This design comes from an exercise in tuning for small area and a short achievable clock period on the open sky130 flow, not from production work.
Only simulation tests tie the RTL to the original design; equivalence was not proved.
Power figures rest on the tool's default switching activity, not on a simulated workload.

<file path="design/flow/design.v">
module checkpoint_monitor #(
  parameter int DATA_W = 16,
  parameter int NUM_CH = 4,
  parameter int SEL_W  = 2,
  parameter int DEPTH  = 64,
  parameter int ADDR_W = 6,
  parameter int CNT_W  = 16
) (
  input  logic                     CLK,
  input  logic                     Reset,
  input  logic                     cfg_we,
  input  logic [ADDR_W-1:0]        cfg_addr,
  input  logic [CNT_W-1:0]         cfg_delay,
  input  logic [SEL_W-1:0]         cfg_ch,
  input  logic [DATA_W-1:0]        cfg_value,
  input  logic [DATA_W-1:0]        cfg_mask,
  input  logic                     cfg_last,
  input  logic                     start,
  input  logic                     abort,
  input  logic [NUM_CH*DATA_W-1:0] probe_data,
  output logic                     busy,
  output logic                     done,
  output logic [CNT_W-1:0]         pass_count,
  output logic [CNT_W-1:0]         fail_count,
  output logic [ADDR_W-1:0]        cur_idx,
  output logic                     check_pulse,
  output logic                     check_pass,
  output logic                     first_fail_valid,
  output logic [ADDR_W-1:0]        first_fail_idx,
  output logic [DATA_W-1:0]        first_fail_actual
);
  typedef enum logic [1:0] {S_IDLE, S_WAIT, S_DONE} state_t;
  typedef struct packed {
    logic [CNT_W-1:0]  delay;
    logic [SEL_W-1:0]  ch;
    logic [DATA_W-1:0] value;
    logic [DATA_W-1:0] mask;
    logic              last;
  } entry_t;
  localparam int ENTRY_W = CNT_W + SEL_W + DATA_W + DATA_W + 1;
  logic [ENTRY_W-1:0] table_q [0:DEPTH-1];
  state_t              state_q, state_d;
  logic [ADDR_W-1:0]   idx_q, idx_d;
  logic [CNT_W-1:0]    timer_q, timer_d;
  logic [CNT_W-1:0]    pass_q, pass_d;
  logic [CNT_W-1:0]    fail_q, fail_d;
  logic                pulse_q, pulse_d;
  logic                cpass_q, cpass_d;
  logic                ffv_q, ffv_d;
  logic [ADDR_W-1:0]   ffi_q, ffi_d;
  logic [DATA_W-1:0]   ffa_q, ffa_d;
  entry_t              cur_e;
  entry_t              nxt_e;
  entry_t              first_e;
  logic [ADDR_W-1:0]   idx_nxt;
  logic [DATA_W-1:0]   probe_sel;
  logic                ch_ok;
  logic                cmp_pass;
  logic                end_run;
  always_ff @(posedge CLK) begin
    if (cfg_we && state_q != S_WAIT && cfg_addr < DEPTH) begin
      table_q[cfg_addr] <= {cfg_delay, cfg_ch, cfg_value, cfg_mask, cfg_last};
    end
  end
  assign cur_e   = table_q[idx_q];
  assign nxt_e   = table_q[idx_nxt];
  assign first_e = table_q[0];
  assign idx_nxt = idx_q + ADDR_W'(1);
  assign end_run = cur_e.last || (idx_q == ADDR_W'(DEPTH - 1));
  always_comb begin
    probe_sel = '0;
    ch_ok     = cur_e.ch < NUM_CH;
    for (int k = 0; k < NUM_CH; k++) begin
      if (cur_e.ch == k) probe_sel = probe_data[k*DATA_W +: DATA_W];
    end
    cmp_pass = ch_ok && (((probe_sel ^ cur_e.value) & cur_e.mask) == '0);
  end
  always_comb begin
    state_d = state_q;
    idx_d   = idx_q;
    timer_d = timer_q;
    pass_d  = pass_q;
    fail_d  = fail_q;
    pulse_d = 1'b0;
    cpass_d = cpass_q;
    ffv_d   = ffv_q;
    ffi_d   = ffi_q;
    ffa_d   = ffa_q;
    case (state_q)
      S_IDLE, S_DONE: begin
        if (start) begin
          state_d = S_WAIT;
          idx_d   = '0;
          timer_d = first_e.delay;
          pass_d  = '0;
          fail_d  = '0;
          cpass_d = 1'b0;
          ffv_d   = 1'b0;
          ffi_d   = '0;
          ffa_d   = '0;
        end
      end
      S_WAIT: begin
        if (abort) begin
          state_d = S_IDLE;
        end else if (timer_q != '0) begin
          timer_d = timer_q - CNT_W'(1);
        end else begin
          pulse_d = 1'b1;
          cpass_d = cmp_pass;
          if (cmp_pass) begin
            if (pass_q != '1) pass_d = pass_q + CNT_W'(1);
          end else begin
            if (fail_q != '1) fail_d = fail_q + CNT_W'(1);
            if (!ffv_q) begin
              ffv_d = 1'b1;
              ffi_d = idx_q;
              ffa_d = probe_sel;
            end
          end
          if (end_run) begin
            state_d = S_DONE;
          end else begin
            idx_d   = idx_nxt;
            timer_d = nxt_e.delay;
          end
        end
      end
      default: state_d = S_IDLE;
    endcase
  end
  always_ff @(posedge CLK or posedge Reset) begin
    if (Reset) begin
      state_q <= S_IDLE;
      idx_q   <= '0;
      timer_q <= '0;
      pass_q  <= '0;
      fail_q  <= '0;
      pulse_q <= 1'b0;
      cpass_q <= 1'b0;
      ffv_q   <= 1'b0;
      ffi_q   <= '0;
      ffa_q   <= '0;
    end else begin
      state_q <= state_d;
      idx_q   <= idx_d;
      timer_q <= timer_d;
      pass_q  <= pass_d;
      fail_q  <= fail_d;
      pulse_q <= pulse_d;
      cpass_q <= cpass_d;
      ffv_q   <= ffv_d;
      ffi_q   <= ffi_d;
      ffa_q   <= ffa_d;
    end
  end
  assign busy              = (state_q == S_WAIT);
  assign done              = (state_q == S_DONE);
  assign pass_count        = pass_q;
  assign fail_count        = fail_q;
  assign cur_idx           = idx_q;
  assign check_pulse       = pulse_q;
  assign check_pass        = cpass_q;
  assign first_fail_valid  = ffv_q;
  assign first_fail_idx    = ffi_q;
  assign first_fail_actual = ffa_q;
endmodule
</file>
<file path="design/flow/run.sh">
#!/bin/bash
# synth_recipe.tcl (not shown) runs the flow's synth.tcl, then flattens the netlist and writes it again
# the make line also repeats each setting of config.mk as NAME=value (left out here)
make -C /OpenROAD-flow-scripts/flow DESIGN_CONFIG=/design/flow/config.mk WORK_HOME=/design/flow/orfs CLKGATE_MAP_FILE= SYNTH_SCRIPT=/design/flow/synth_recipe.tcl finish
</file>
<file path="design/flow/config.mk">
export PLATFORM = sky130hd
export DESIGN_NAME = checkpoint_monitor
export DESIGN_NICKNAME = checkpoint_monitor
export VERILOG_FILES = /design/flow/design.v
export SDC_FILE = /design/flow/constraint.sdc
export NUM_CORES = 4
export LEC_CHECK = 0
export CAP_MARGIN = 20
export CORE_MARGIN = 2
export CORE_UTILIZATION = 40
export SLEW_MARGIN = 20
</file>
<file path="design/flow/constraint.sdc">
create_clock -name core_clock -period 7.5 [get_ports {CLK}]
set_input_delay 1.5000 -clock core_clock [delete_from_list [all_inputs] [get_ports {CLK}]]
set_output_delay 1.5000 -clock core_clock [all_outputs]
set_load 0.01 [all_outputs]
</file>
==> reports/results.ini <==
[placed_design]
gp_congestion=0.853
dp_cells=10061
io_buffers=190
dp_hpwl_um=205000

[pwr]
p_leak_nw=45.5
peakVddDrop_mv=0.300
total_power_mw=48.0
p_per_area_nw_per_um2=322

[route]
vias_per_cell=6.18
drt-met1-wl_um=155000
met3WireLength_um=41400
drc=0
wirelength_um=389000
dr_wl_met2_um=182000
route.detailed.wl_per_inst_um=36.4
ant_nets=0
firstDrtPassIters=8
drt_first_iter_violations=10094
via_count=65990
top_layer=met5

[final_layout]
layout_common_cells=edfxtp_1 (3264), mux4_2 (914), clkbuf_16 (345)
fin_nets=6212
finalNonFillerCells=10680
final_layout_size_suffix_gt1_frac=0.278
layout_commonest_cell=edfxtp_1
syn_to_final_growth_pct=14.5

[status]
status=finished clean

[clock_tree]
cts_num_sinks=3345
clkLatencyLatePin_ns=0.90
cts_tree=done
cts_hold_buf=0
cts_buffers=339
cts_max_level=5
cts_setup_buffers=0
cts_buffer_depth=4
cts_resized=0
cts.clk_slew.worst_paths_ns=0.07
cts_root_buffer=clkbuf_16

[setup_path]
cp_slowest_stage_delay_ns=0.92
cp-end-kind=flip-flop
crit_arrival_ns=6.99
worstPathRequired_ns=8.29
critPathLaunchType=flip-flop
cp_slowest_cell=a22oi_1
path_delay_family=compound AO/OA/AOI/OAI gates
critPathBufInv=3
reg2reg_slack_ns=1.29
worst-setup-path-type=flip-flop to flip-flop
cp_max_fo=23
crit_chain=buf_12 > buf_4 > buf_4 > mux4_2 > mux4_2 > a22oi_1 > nand2_1 > xor2_1 > o32ai_1 > a211oi_1 > nand4_2 > o311a_1 > a211o_1

[synth]
ys.flop_type=edfxtp_1
ys_types=88
ys_ff_latch=3345
synth_nets=5773
async_flop_share=0.0242
yosysSeqAreaShare=0.768
synth_warnings=1
syn_inst=5642
syn_area_sq_um=130000
synth_edf_count=3264
avgSynthCellArea_sq_um=23.1

[global_route]
track_usage=0.232
grt_pass1_vias=64000
antenna_found_initial=38
grt-ovfl-total=0
grt_pass1_wl_um=531000
grt_max_degree=99

[floorplan]
initial_core_util=0.402
die_h_um=575
pin_count=191
die-area_sq_um=330000
core_area_sq_um=324000
rows=209
die_x_um=575

[sta]
hold_viol_final=0
worstMarginPinSlew_ns=1.19
slew_headroom=0.209
finalSetupViolCount=0
rsz0062_at_grt=false
tns_ns=0
fin_crit_sh=0.827
fmax_ghz=0.161
finClkSkew_ns=0.0750
slew_viol_final=0
period_needed_ns=6.21

[worst_hold_path]
min_path_type=flip-flop to flip-flop

[job]
drv_cap=0

[report_power, final]
group	internal [mW]	leakage (nW)	total [mW]	switching [mW]
clock	9.53	5.25	16.6	7.07
sequential	20.7	30.4	21.0	0.285
combinational	5.01	9.88	10.4	5.35
total	35.3	45.5	48.0	12.7
[synth_stat cells, drive strengths merged, types with 8 or more instances]
library cell	instances	area share
nor3	25	0.0010
xor2	13	0.00087
nor2	133	0.0038
nand3	36	0.0014
o22ai	20	0.00096
a221oi	28	0.0020
a22oi	45	0.0026
a32oi	8	0.00054
a22o	16	0.0011
nand2b	15	0.00072
o2bb2ai	21	0.0014
nand2	123	0.0036
xnor2	18	0.0012
o221ai	13	0.00092
o31ai	9	0.00063
o21ai	63	0.0024
mux2	9	0.00078
inv	35	0.0010
mux2i	154	0.012
edfxtp	3264	0.75
clkbuf	104	0.0030
buf	196	0.011
a211oi	20	0.0012
dfrtp	81	0.016
nor2b	12	0.00058
nand4	19	0.00096
o211ai	17	0.0010
and3	15	0.00072
mux4	948	0.16
a21oi	50	0.0019
nor4	9	0.00055
a31oi	12	0.00058
or3	12	0.00058
[cell families after synthesis]
group,after synthesis,synth area share
xor+xnor,31,0.00208
buf+inv,339,0.0151
flops,3345,0.768
compound gates,371,0.0206
simple gates,440,0.0163
fa+ha+maj,5,0.000480
mux,1111,0.177
[registers in the layout, indices dropped and copies added (netlist names)]
name and cells:
pulse_q 1, pass_q 16, cpass_q 1, ffi_q 6
state_q 2, ffv_q 1, table_q 3264, idx_q 6
timer_q 16, ffa_q 16, fail_q 16
[routing by layer]
layer | GRT usage | up-vias
met5 | 0 | -
met4 | 0.0598 | 10
met3 | 0.0516 | 600
met2 | 0.364 | 3975
met1 | 0.331 | 36246
li1 | - | 25159
[area by class of cell]
| class | count | area [sq um] |
|---|---|---|
| fillers | 26602 | 175000 |
| flip-flops and latches | 3345 | 100000 |
| multi-input cells | 1958 | 28800 |
| clock buffers | 424 | 8990 |
| well taps | 4325 | 5410 |
| repair buffers | 400 | 4020 |
| clock inverters | 185 | 1720 |
| inverters | 37 | 141 |
| diodes | 6 | 15.0 |
[path summary, 6_finish.rpt]
check	cells past startpoint	from	end
max in group asynchronous	3	Reset	idx_q[2]
worst min-delay path	2	cpass_q	cpass_q
min in group asynchronous	2	Reset	pulse_q
worst min register to register	2	cpass_q	cpass_q
worst max-delay path	13	idx_q[0]	pass_q[15]
worst max register to register	13	idx_q[0]	pass_q[15]
[worst register-to-register path: stages (launching register included)]
cell      delay [ns]
dfrtp_4         0.74
buf_12          0.32
buf_4           0.32
buf_4           0.45
mux4_2          0.59
mux4_2          0.55
a22oi_1         0.92
nand2_1         0.21
xor2_1          0.24
o32ai_1         0.12
a211oi_1        0.35
nand4_2         0.52
o311a_1         0.52
a211o_1         0.27
[stage by stage]
step           cell area [sq um]  setup WS (ns)   util  hold slack [ns]
3_3_place_gp              138000           1.25  0.427            0.464
5_1_grt                   149000          0.986  0.460            0.525
6_report                  149000           1.29  0.460            0.487
2_1_floorplan             130000           2.08      -            0.472
3_5_place_dp              138000           1.29  0.427            0.482
4_1_cts                   149000           1.32  0.460            0.496

## re-timing with driven ports
In the flow no input, the clock included, has a driving cell. The finished layout below was timed again as built, in two steps.
Step 1 sets driving cells, clkbuf_16 on the clock port and buf_2 on the other inputs (assumed; they add their load-dependent delay and slew).
Step 2 adds t to the input delays and takes it off the output delays; t is the mean of the earliest and latest rising clock arrival at the registers after step 1. Input paths then give back, and output paths get back, about the clock's delay inside the block.
a / b / c = no drivers / after step 1 / after step 2; a / b = the first two.
t (ns): 0.965
slack for setup (ns): 1.294 / 1.294 / 1.294
clock arrival spread, ns: 0.082 / 0.082
worst register clock-pin slew, ns: 0.07 / 0.07
After both steps setup and hold are still met in this run. For this run, drivers alone change the setup slack by 0.000 ns; drivers and shift together by 0.000 ns.
